This is an optimization exercise on Yosys and OpenROAD, whose aim is small area and few clock cycles, not a production implementation. Where RTL was checked, it was by simulation tests only, not by an equivalence proof against the original.

==> 04-10: inputs <==
==> flow/design.v (excerpt) <==
module galvo_shape_point_generator #(
    parameter int POINTS_PER_SHAPE = gspg_pkg::GSPG_POINTS_DEFAULT
) (
    input  logic        i_clk,
    input  logic        i_rst_n,
    input  logic        s_axis_tvalid,
    output logic        s_axis_tready,
    input  logic [7:0]  s_axis_tdata,   
    output logic        m_axis_tvalid,
    input  logic        m_axis_tready,
    output logic [47:0] m_axis_tdata,   
    input  logic        psel,
    input  logic        penable,
    input  logic        pwrite,
    input  logic [2:0]  paddr,
    input  logic [31:0] pwdata,
    output logic [31:0] prdata,
    output logic        pready
);
make LEC_CHECK=0 CAP_MARGIN=20 CORE_MARGIN=2 CORE_UTILIZATION=40 PLACE_DENSITY=0.45 SLEW_MARGIN=20 SYNTH_HIERARCHICAL=1 finish   # period 11.5 ns
run.sh (not shown) runs the stock make flow with config.mk's settings and CLKGATE_MAP_FILE= SYNTH_SCRIPT=/design/flow/synth_recipe.tcl, a recipe that flattens the netlist after the stock synthesis.
==> 05-03: changes against 04-10 <==
--- a/flow/design.v
+++ b/flow/design.v
@@ -575,66 +575,66 @@
     gspg_fa u_n330 (.i_a(n283), .i_b(n284), .i_c(n153), .o_s(n330), .o_c(n331));
     gspg_fa u_n332 (.i_a(n285), .i_b(n139), .i_c(n154), .o_s(n332), .o_c(n333));
     gspg_xnor2 u_n334 (.i_a(n140), .i_b(n155), .o_y(n334));
     gspg_or2 u_n335 (.i_a(n140), .i_b(n155), .o_y(n335));
     assign n336 = ~n4;
     assign n337 = ~n5;
-    assign n338 = ~(n6 | n24);
-    assign n339 = n6 ^ n24;
-    assign n340 = ~(n7 | n25);
-    assign n341 = n7 ^ n25;
-    assign n342 = ~(n286 | n44);
-    assign n343 = n286 ^ n44;
-    assign n344 = ~(n287 | n288);
-    assign n345 = n287 ^ n288;
-    assign n346 = ~(n289 | n290);
-    assign n347 = n289 ^ n290;
-    assign n348 = ~(n291 | n292);
-    assign n349 = n291 ^ n292;
-    assign n350 = ~(n293 | n294);
-    assign n351 = n293 ^ n294;
-    assign n352 = ~(n295 | n296);
-    assign n353 = n295 ^ n296;
-    assign n354 = ~(n297 | n298);
-    assign n355 = n297 ^ n298;
-    assign n356 = ~(n299 | n300);
-    assign n357 = n299 ^ n300;
-    assign n358 = ~(n301 | n302);
-    assign n359 = n301 ^ n302;
-    assign n360 = ~(n303 | n304);
-    assign n361 = n303 ^ n304;
-    assign n362 = ~(n305 | n306);
-    assign n363 = n305 ^ n306;
-    assign n364 = ~(n307 | n308);
-    assign n365 = n307 ^ n308;
-    assign n366 = ~(n309 | n310);
-    assign n367 = n309 ^ n310;
-    assign n368 = ~(n311 | n312);
-    assign n369 = n311 ^ n312;
-    assign n370 = ~(n313 | n314);
-    assign n371 = n313 ^ n314;
-    assign n372 = ~(n315 | n316);
-    assign n373 = n315 ^ n316;
-    assign n374 = ~(n317 | n318);
-    assign n375 = n317 ^ n318;
-    assign n376 = ~(n319 | n320);
-    assign n377 = n319 ^ n320;
-    assign n378 = ~(n321 | n322);
-    assign n379 = n321 ^ n322;
-    assign n380 = ~(n323 | n324);
-    assign n381 = n323 ^ n324;
-    assign n382 = ~(n325 | n326);
-    assign n383 = n325 ^ n326;
-    assign n384 = ~(n327 | n328);
-    assign n385 = n327 ^ n328;
-    assign n386 = ~(n329 | n330);
-    assign n387 = n329 ^ n330;
-    assign n388 = ~(n331 | n332);
-    assign n389 = n331 ^ n332;
-    assign n390 = ~(n333 | n334);
-    assign n391 = n333 ^ n334;
+    gspg_nor2 u_n338 (.i_a(n6), .i_b(n24), .o_y(n338));
+    gspg_xor2 u_n339 (.i_a(n6), .i_b(n24), .o_y(n339));
+    gspg_nor2 u_n340 (.i_a(n7), .i_b(n25), .o_y(n340));
+    gspg_xor2 u_n341 (.i_a(n7), .i_b(n25), .o_y(n341));
+    gspg_nor2 u_n342 (.i_a(n286), .i_b(n44), .o_y(n342));
+    gspg_xor2 u_n343 (.i_a(n286), .i_b(n44), .o_y(n343));
+    gspg_nor2 u_n344 (.i_a(n287), .i_b(n288), .o_y(n344));
+    gspg_xor2 u_n345 (.i_a(n287), .i_b(n288), .o_y(n345));
+    gspg_nor2 u_n346 (.i_a(n289), .i_b(n290), .o_y(n346));
+    gspg_xor2 u_n347 (.i_a(n289), .i_b(n290), .o_y(n347));
+    gspg_nor2 u_n348 (.i_a(n291), .i_b(n292), .o_y(n348));
+    gspg_xor2 u_n349 (.i_a(n291), .i_b(n292), .o_y(n349));
+    gspg_nor2 u_n350 (.i_a(n293), .i_b(n294), .o_y(n350));
+    gspg_xor2 u_n351 (.i_a(n293), .i_b(n294), .o_y(n351));
+    gspg_nor2 u_n352 (.i_a(n295), .i_b(n296), .o_y(n352));
+    gspg_xor2 u_n353 (.i_a(n295), .i_b(n296), .o_y(n353));
+    gspg_nor2 u_n354 (.i_a(n297), .i_b(n298), .o_y(n354));
+    gspg_xor2 u_n355 (.i_a(n297), .i_b(n298), .o_y(n355));
+    gspg_nor2 u_n356 (.i_a(n299), .i_b(n300), .o_y(n356));
+    gspg_xor2 u_n357 (.i_a(n299), .i_b(n300), .o_y(n357));
+    gspg_nor2 u_n358 (.i_a(n301), .i_b(n302), .o_y(n358));
+    gspg_xor2 u_n359 (.i_a(n301), .i_b(n302), .o_y(n359));
+    gspg_nor2 u_n360 (.i_a(n303), .i_b(n304), .o_y(n360));
+    gspg_xor2 u_n361 (.i_a(n303), .i_b(n304), .o_y(n361));
+    gspg_nor2 u_n362 (.i_a(n305), .i_b(n306), .o_y(n362));
+    gspg_xor2 u_n363 (.i_a(n305), .i_b(n306), .o_y(n363));
+    gspg_nor2 u_n364 (.i_a(n307), .i_b(n308), .o_y(n364));
+    gspg_xor2 u_n365 (.i_a(n307), .i_b(n308), .o_y(n365));
+    gspg_nor2 u_n366 (.i_a(n309), .i_b(n310), .o_y(n366));
+    gspg_xor2 u_n367 (.i_a(n309), .i_b(n310), .o_y(n367));
+    gspg_nor2 u_n368 (.i_a(n311), .i_b(n312), .o_y(n368));
+    gspg_xor2 u_n369 (.i_a(n311), .i_b(n312), .o_y(n369));
+    gspg_nor2 u_n370 (.i_a(n313), .i_b(n314), .o_y(n370));
+    gspg_xor2 u_n371 (.i_a(n313), .i_b(n314), .o_y(n371));
+    gspg_nor2 u_n372 (.i_a(n315), .i_b(n316), .o_y(n372));
+    gspg_xor2 u_n373 (.i_a(n315), .i_b(n316), .o_y(n373));
+    gspg_nor2 u_n374 (.i_a(n317), .i_b(n318), .o_y(n374));
+    gspg_xor2 u_n375 (.i_a(n317), .i_b(n318), .o_y(n375));
+    gspg_nor2 u_n376 (.i_a(n319), .i_b(n320), .o_y(n376));
+    gspg_xor2 u_n377 (.i_a(n319), .i_b(n320), .o_y(n377));
+    gspg_nor2 u_n378 (.i_a(n321), .i_b(n322), .o_y(n378));
+    gspg_xor2 u_n379 (.i_a(n321), .i_b(n322), .o_y(n379));
+    gspg_nor2 u_n380 (.i_a(n323), .i_b(n324), .o_y(n380));
+    gspg_xor2 u_n381 (.i_a(n323), .i_b(n324), .o_y(n381));
+    gspg_nor2 u_n382 (.i_a(n325), .i_b(n326), .o_y(n382));
+    gspg_xor2 u_n383 (.i_a(n325), .i_b(n326), .o_y(n383));
+    gspg_nor2 u_n384 (.i_a(n327), .i_b(n328), .o_y(n384));
+    gspg_xor2 u_n385 (.i_a(n327), .i_b(n328), .o_y(n385));
+    gspg_nor2 u_n386 (.i_a(n329), .i_b(n330), .o_y(n386));
+    gspg_xor2 u_n387 (.i_a(n329), .i_b(n330), .o_y(n387));
+    gspg_nor2 u_n388 (.i_a(n331), .i_b(n332), .o_y(n388));
+    gspg_xor2 u_n389 (.i_a(n331), .i_b(n332), .o_y(n389));
+    gspg_nor2 u_n390 (.i_a(n333), .i_b(n334), .o_y(n390));
+    gspg_xor2 u_n391 (.i_a(n333), .i_b(n334), .o_y(n391));
     assign n392 = ~n335;
     assign n393 = n337 & n336;
     assign n394 = n340 | (n341 & n338);
     assign n395 = n341 & n339;
     assign n396 = n344 | (n345 & n342);
     assign n397 = n345 & n343;
@@ -1043,12 +1043,26 @@
     input  logic i_a,
     input  logic i_b,
     output logic o_y
 );
     assign o_y = i_a | i_b;
 endmodule
+module gspg_nor2 (
+    input  logic i_a,
+    input  logic i_b,
+    output logic o_y
+);
+    assign o_y = ~(i_a | i_b);
+endmodule
+module gspg_xor2 (
+    input  logic i_a,
+    input  logic i_b,
+    output logic o_y
+);
+    assign o_y = i_a ^ i_b;
+endmodule
 module gspg_pp3n (
     input  logic i_s1,
     input  logic i_a,
     input  logic i_s2,
     input  logic i_b,
     input  logic i_s3,
--- a/flow/config.mk
+++ b/flow/config.mk
@@ -5,9 +5,12 @@
 export SDC_FILE = /design/flow/constraint.sdc
 export NUM_CORES = 4
 export LEC_CHECK = 0
 export CAP_MARGIN = 20
 export CORE_MARGIN = 2
 export CORE_UTILIZATION = 40
+export CTS_BUF_LIST = sky130_fd_sc_hd__clkbuf_8
+export CTS_CLUSTER_DIAMETER = 150
+export CTS_CLUSTER_SIZE = 50
 export PLACE_DENSITY = 0.45
 export SLEW_MARGIN = 20
 export SYNTH_HIERARCHICAL = 1
==> 09-15: changes against 04-10 <==
==> flow/flow/run.sh (new file) <==
#!/bin/bash
# Layout: the standard flow (standard.sh), with the port buffers that global placement
# inserts made of the smallest buffer cell instead of the default choice.
set -o pipefail
cp standard.sh standard_sh_copy.log
export BUFFER_PORTS_ARGS="-buffer_cell sky130_fd_sc_hd__buf_1"
bash standard.sh > standard.log 2>&1
==> flow/standard.sh (new file) <==
#!/bin/bash
# synth_recipe.tcl (not shown) runs the flow's synth.tcl, then flattens the netlist and writes it again
# the make line also repeats each setting of config.mk as NAME=value (left out here)
make -C /OpenROAD-flow-scripts/flow DESIGN_CONFIG=/design/flow/config.mk WORK_HOME=/design/flow/orfs CLKGATE_MAP_FILE= SYNTH_SCRIPT=/design/flow/synth_recipe.tcl "${@:-finish}"
removed: flow/run.sh
==> run summary <==
| metric | 04-10 | 09-15 | 05-03 |
|---|---|---|---|
| Inverter count | 175 | 175 | 71 |
| Proportion of netlist area held by the largest area contributor | 18.6% | 18.6% | 16.4% |
| Number of diodes added for antenna fixing | 0 | 0 | 1 |
| Number of cells in the finished layout apart from fillers | 3452 | 3438 | 3375 |
| Xor/xnor share of the synthesized area | 4.66% | 4.66% | 6.66% |
| Hold slack | 458 ps | 469 ps | 487 ps |
| Result of the run | finished clean | finished clean | finished clean |
| Area share of fa/ha/maj cells after synthesis | 24.9% | 24.9% | 21.4% |
| Measured slew at the worst slew-check pin | 1110 ps | 1140 ps | 1050 ps |
| Synthesized area divided by synthesized cell count | 8.52 um^2 | 8.52 um^2 | 8.40 um^2 |
| Cell variety after synth | 107 | 107 | 106 |
| Area fraction in and, or, nand and nor cells after synthesis | 18.1% | 18.1% | 19.9% |
| Via count | 22.3k | 22.3k | 22.6k |
| Number of gates resized after CTS | 3 | 0 | 0 |
| Met2 usage in global routing | 47.9% | 47.7% | 46.1% |
| Worst path setup slack after routing | 389 ps | 439 ps | 481 ps |
| Fill cells | 5556 | 5550 | 5398 |
| Number of antenna violations at the first check in global routing | 0 | 0 | 1 |
| Worst-case headroom to the max-slew limit | 25.6% | 23.4% | 30.1% |
| Post-synthesis cell area | 0.0222 mm^2 | 0.0222 mm^2 | 0.0218 mm^2 |
| Area of the core | 0.0550 mm^2 | 0.0550 mm^2 | 0.0538 mm^2 |
| Fraction of the yosys area taken by sequential cells | 11.8% | 11.8% | 12.0% |
Testbench counts of 04-10, summed over its fixed seeds: cycles 24,078.
Testbench counts of 05-03, summed over its fixed seeds: cycles 24,078.
Testbench counts of 09-15, summed over its fixed seeds: cycles 24,078.

==> branch ember: inputs <==
galvo_shape_point_generator, a different RTL version from the one above (not shown whole).
==> module gspg_amp, before the edit <==
module gspg_amp (
    input  logic        i_clk,
    input  logic        i_rst_n,
    input  logic        i_wr,
    input  logic [6:0]  i_wdata,
    output logic [6:0]  o_pct,
    output logic [14:0] o_amp,
    output logic [16:0] o_amp3,
    output logic        o_full,
    output logic        o_busy,
    input  logic        i_accept,
    input  logic [1:0]  i_n_shape,
    input  logic [7:0]  i_n_idx,
    output logic [15:0] o_v
);
    logic [6:0]  r_pct;
    logic [14:0] r_amp;
    logic [16:0] r_amp3;
    logic [6:0]  r_rem;
    logic        r_busy, r_phase;
    logic [5:0]  r_cnt;
    logic [15:0] r_v;
    logic [6:0]  p, q0;
    logic [7:0]  rem2;
    logic        ge;
    logic        sq, half;
    logic [14:0] ampp;
    logic [9:0]  step;
    logic [15:0] v_load, v_step;
    logic [16:0] amp3;
    logic [15:0] c3;
    logic [16:0] cv;
    always_comb begin
        p    = (i_wdata > 7'd100) ? 7'd100 : i_wdata;
        q0   = p - 7'd1;
        rem2 = {r_rem, r_amp[14]};
        ge   = (rem2 >= 8'd100);
        sq   = !i_n_shape[1];
        half = i_n_shape[0] && !i_n_idx[6];
        ampp = half ? {1'b0, r_amp[14:1]} : r_amp;
        step = ampp[14:5];
        v_load = {1'b0, ampp};
    end
    always_ff @(posedge i_clk) begin
        if (!i_rst_n) begin
            r_pct  <= AMP_PCT_RESET;
            r_amp  <= 15'd32767;
            r_busy <= 1'b0;
        end else if (i_wr) begin
            r_pct   <= i_wdata;
            r_rem   <= (p == 7'd0) ? 7'd0 : q0;
            r_amp   <= (p == 7'd0) ? 15'd0 : {8'hff, ~q0};
            r_busy  <= 1'b1;
            r_phase <= 1'b0;
            r_cnt   <= 6'd0;
        end else if (r_busy && !r_phase) begin
            r_rem <= ge ? 7'(rem2 - 8'd100) : rem2[6:0];
            r_amp <= {r_amp[13:0], ge};
            r_cnt <= r_cnt + 6'd1;
            if (r_cnt == 6'd14) begin
                r_phase <= 1'b1;
                r_cnt   <= 6'd0;
                r_busy  <= sq;
            end
        end else if (r_busy) begin
            r_cnt <= r_cnt + 6'd1;
            if (!sq || r_cnt == i_n_idx[5:0]) begin
                r_busy <= 1'b0;
            end
        end
    end
    always_ff @(posedge i_clk) begin
        r_amp3 <= amp3;
        if (r_busy && r_phase) begin
            r_v <= (r_cnt == 6'd0) ? v_load : v_step;
        end else if (i_accept) begin
            r_v <= (i_n_idx[5:0] == 6'd0) ? v_load : v_step;
        end
    end
    assign amp3[0] = r_amp[0];
    assign c3[1]   = 1'b0;
    for (genvar i = 1; i < 15; i++) begin : g_amp3
        gspg_fa u_fa (.i_a(r_amp[i]), .i_b(r_amp[i-1]), .i_c(c3[i]), .o_s(amp3[i]), .o_c(c3[i+1]));
    end
    assign amp3[15] = r_amp[14] ^ c3[15];
    assign amp3[16] = r_amp[14] & c3[15];
    assign cv[0] = 1'b1;
    for (genvar i = 0; i < 16; i++) begin : g_vstep
        if (i < 10) begin : g_full
            gspg_fa u_fa (.i_a(r_v[i]), .i_b(~step[i]), .i_c(cv[i]), .o_s(v_step[i]), .o_c(cv[i+1]));
        end else begin : g_borrow
            assign v_step[i] = ~(r_v[i] ^ cv[i]);
            assign cv[i+1]   = r_v[i] | cv[i];
        end
    end
    assign o_pct  = r_pct;
    assign o_amp  = r_amp;
    assign o_amp3 = r_amp3;
    assign o_full = (r_pct >= 7'd100);
    assign o_busy = r_busy;
    assign o_v    = r_v;
endmodule
export LEC_CHECK = 0
export CAP_MARGIN = 20
export CORE_MARGIN = 2
export CORE_UTILIZATION = 40
export CTS_BUF_LIST = sky130_fd_sc_hd__clkbuf_8
export CTS_CLUSTER_DIAMETER = 150
export CTS_CLUSTER_SIZE = 50
export PLACE_DENSITY = 0.45
export SLEW_MARGIN = 20
export SYNTH_HIERARCHICAL = 1
create_clock -name core_clock -period 11.5 [get_ports {i_clk}]
Stock flow here: none of the scripts above is used.
==> inputs of branch fjord, as changes to branch ember <==
--- a/flow/design.v
+++ b/flow/design.v
@@ -135,5 +135,4 @@
                 r_phase <= 1'b1;
                 r_cnt   <= 6'd0;
-                r_busy  <= sq;
             end
         end else if (r_busy) begin
- CELL_PAD_IN_SITES_DETAIL_PLACEMENT: unset -> 2
- CTS_BUF_LIST: sky130_fd_sc_hd__clkbuf_8 -> unset
- CTS_CLUSTER_DIAMETER: 150 -> unset
- CTS_CLUSTER_SIZE: 50 -> unset
- PLACE_DENSITY: 0.45 -> 0.5
==> inputs of branch cedar, as changes to branch ember <==
--- a/flow/design.v
+++ b/flow/design.v
@@ -135,5 +135,4 @@
                 r_phase <= 1'b1;
                 r_cnt   <= 6'd0;
-                r_busy  <= sq;
             end
         end else if (r_busy) begin
- CTS_BUF_LIST: sky130_fd_sc_hd__clkbuf_8 -> unset
- CTS_CLUSTER_DIAMETER: 150 -> unset
- CTS_CLUSTER_SIZE: 50 -> unset
==> results by group <==
Timing
  – RSZ-0062 raised after global routing: yes
  – Slew at the pin with the worst max-slew slack: 1.18 ns

Clocking
  – Clock-pin slew of the registers on the worst-case setup and hold paths: 0.06 ns

Outcome
  – Run status: timing/DRC/antenna clean

Yosys
  – Post-synthesis sequential area ratio: 0.117
  – Compound-gate portion of the synthesized area: 0.283
  – Fraction of synthesized cell area taken by the top area cell type: 0.208

Finish
  – Number of cells in the finished layout apart from fillers: 3528
  – Multi-input logic portion of the cell area: 0.740
  – Multi-input combinational cell count: 2246

Placement
  – Placed wire-length estimate after detailed placement: 74.4 mm
[end of results for branch fjord]
==> results by group <==
Outcome
  – Run status: timing/DRC/antenna clean

Finish
  – Regs by FF count: u_amp.r_amp3 x17, u_amp.r_v x16
  – Multi-input combinational cell count: 2246
  – Multi-input logic portion of the cell area: 0.739

Yosys
  – Fraction of synthesized cell area taken by the top area cell type: 0.208
  – Compound-gate portion of the synthesized area: 0.283

Global routing
  – Met2 GRT Util: 0.471

Timing
  – Slew at the pin with the worst max-slew slack: 1.14 ns
  – RSZ-0062 raised after global routing: no

Placement
  – Placed wire-length estimate after detailed placement: 64.9 mm
[end of results for branch cedar]
==> results by group <==
Outcome
  – Run status: timing/DRC/antenna clean

Finish
  – Multi-input logic portion of the cell area: 0.745

Yosys
  – Post-synthesis sequential area ratio: 0.118
  – Compound-gate portion of the synthesized area: 0.288
  – Fraction of synthesized cell area taken by the top area cell type: 0.209
  – Number of distinct standard cells referenced by the synthesized netlist: 106

Placement
  – Placed wire-length estimate after detailed placement: 65.4 mm

Timing
  – Clock period minus final worst setup slack: 11.08 ns
  – Slew at the pin with the worst max-slew slack: 1.10 ns

Clocking
  – Root cell of the clock tree: sky130_fd_sc_hd__clkbuf_8
  – Clock-pin slew of the registers on the worst-case setup and hold paths: 0.07 ns

Worst setup path
  – Number of stages on the worst setup path: 33

Floorplan
  – Number of top-level pins: 133
[end of results for branch ember]
Testbench counts of branch fjord, summed over its fixed seeds: cycles 24,085.
Testbench counts of branch cedar, summed over its fixed seeds: cycles 24,085.
Only the layout flow was run in branch ember; the RTL was not checked for function there.

==> port drivers added, routing unchanged <==
The flow's constraints put no driver on any port. The routed layouts listed below were extracted and timed again, unchanged, in two steps.
Step 1 (the two cells are an assumption about what drives the block):
set clk [get_ports {i_clk}]
set_driving_cell -lib_cell sky130_fd_sc_hd__clkbuf_16 $clk
set_driving_cell -lib_cell sky130_fd_sc_hd__buf_2 [delete_from_list [all_inputs] $clk]
Step 2 times the ports against the registers' clock, not the clock port: input delays grow and output delays shrink by t, the midpoint of the rising clock arrivals with the driver on.
Slacks: ideal / step 1 / step 2; pairs: ideal / step 1.
run | t, ns | setup slack, ns | hold WS [ns] | clock arrival spread, ns | worst register clock-pin slew, ns
04-10 | 0.504 | 0.389 / 0.334 / 0.838 | 0.458 / 0.458 / 0.458 | 0.013 / 0.012 | 0.06 / 0.06
05-03 | 0.544 | 0.481 / 0.432 / 0.977 | 0.487 / 0.487 / 0.487 | 0.026 / 0.025 | 0.09 / 0.09
09-15 | 0.496 | 0.439 / 0.390 / 0.886 | 0.469 / 0.469 / 0.469 | 0.018 / 0.018 | 0.06 / 0.06
branch ember | 0.537 | 0.425 / 0.375 / 0.912 | 0.482 / 0.482 / 0.482 | 0.017 / 0.018 | 0.08 / 0.08
branch fjord | 0.508 | 0.240 / 0.180 / 0.688 | 0.473 / 0.473 / 0.473 | 0.018 / 0.018 | 0.07 / 0.07
branch cedar | 0.498 | 0.388 / 0.334 / 0.832 | 0.462 / 0.462 / 0.462 | 0.014 / 0.014 | 0.06 / 0.06
After both steps setup and hold are still met in every run listed.
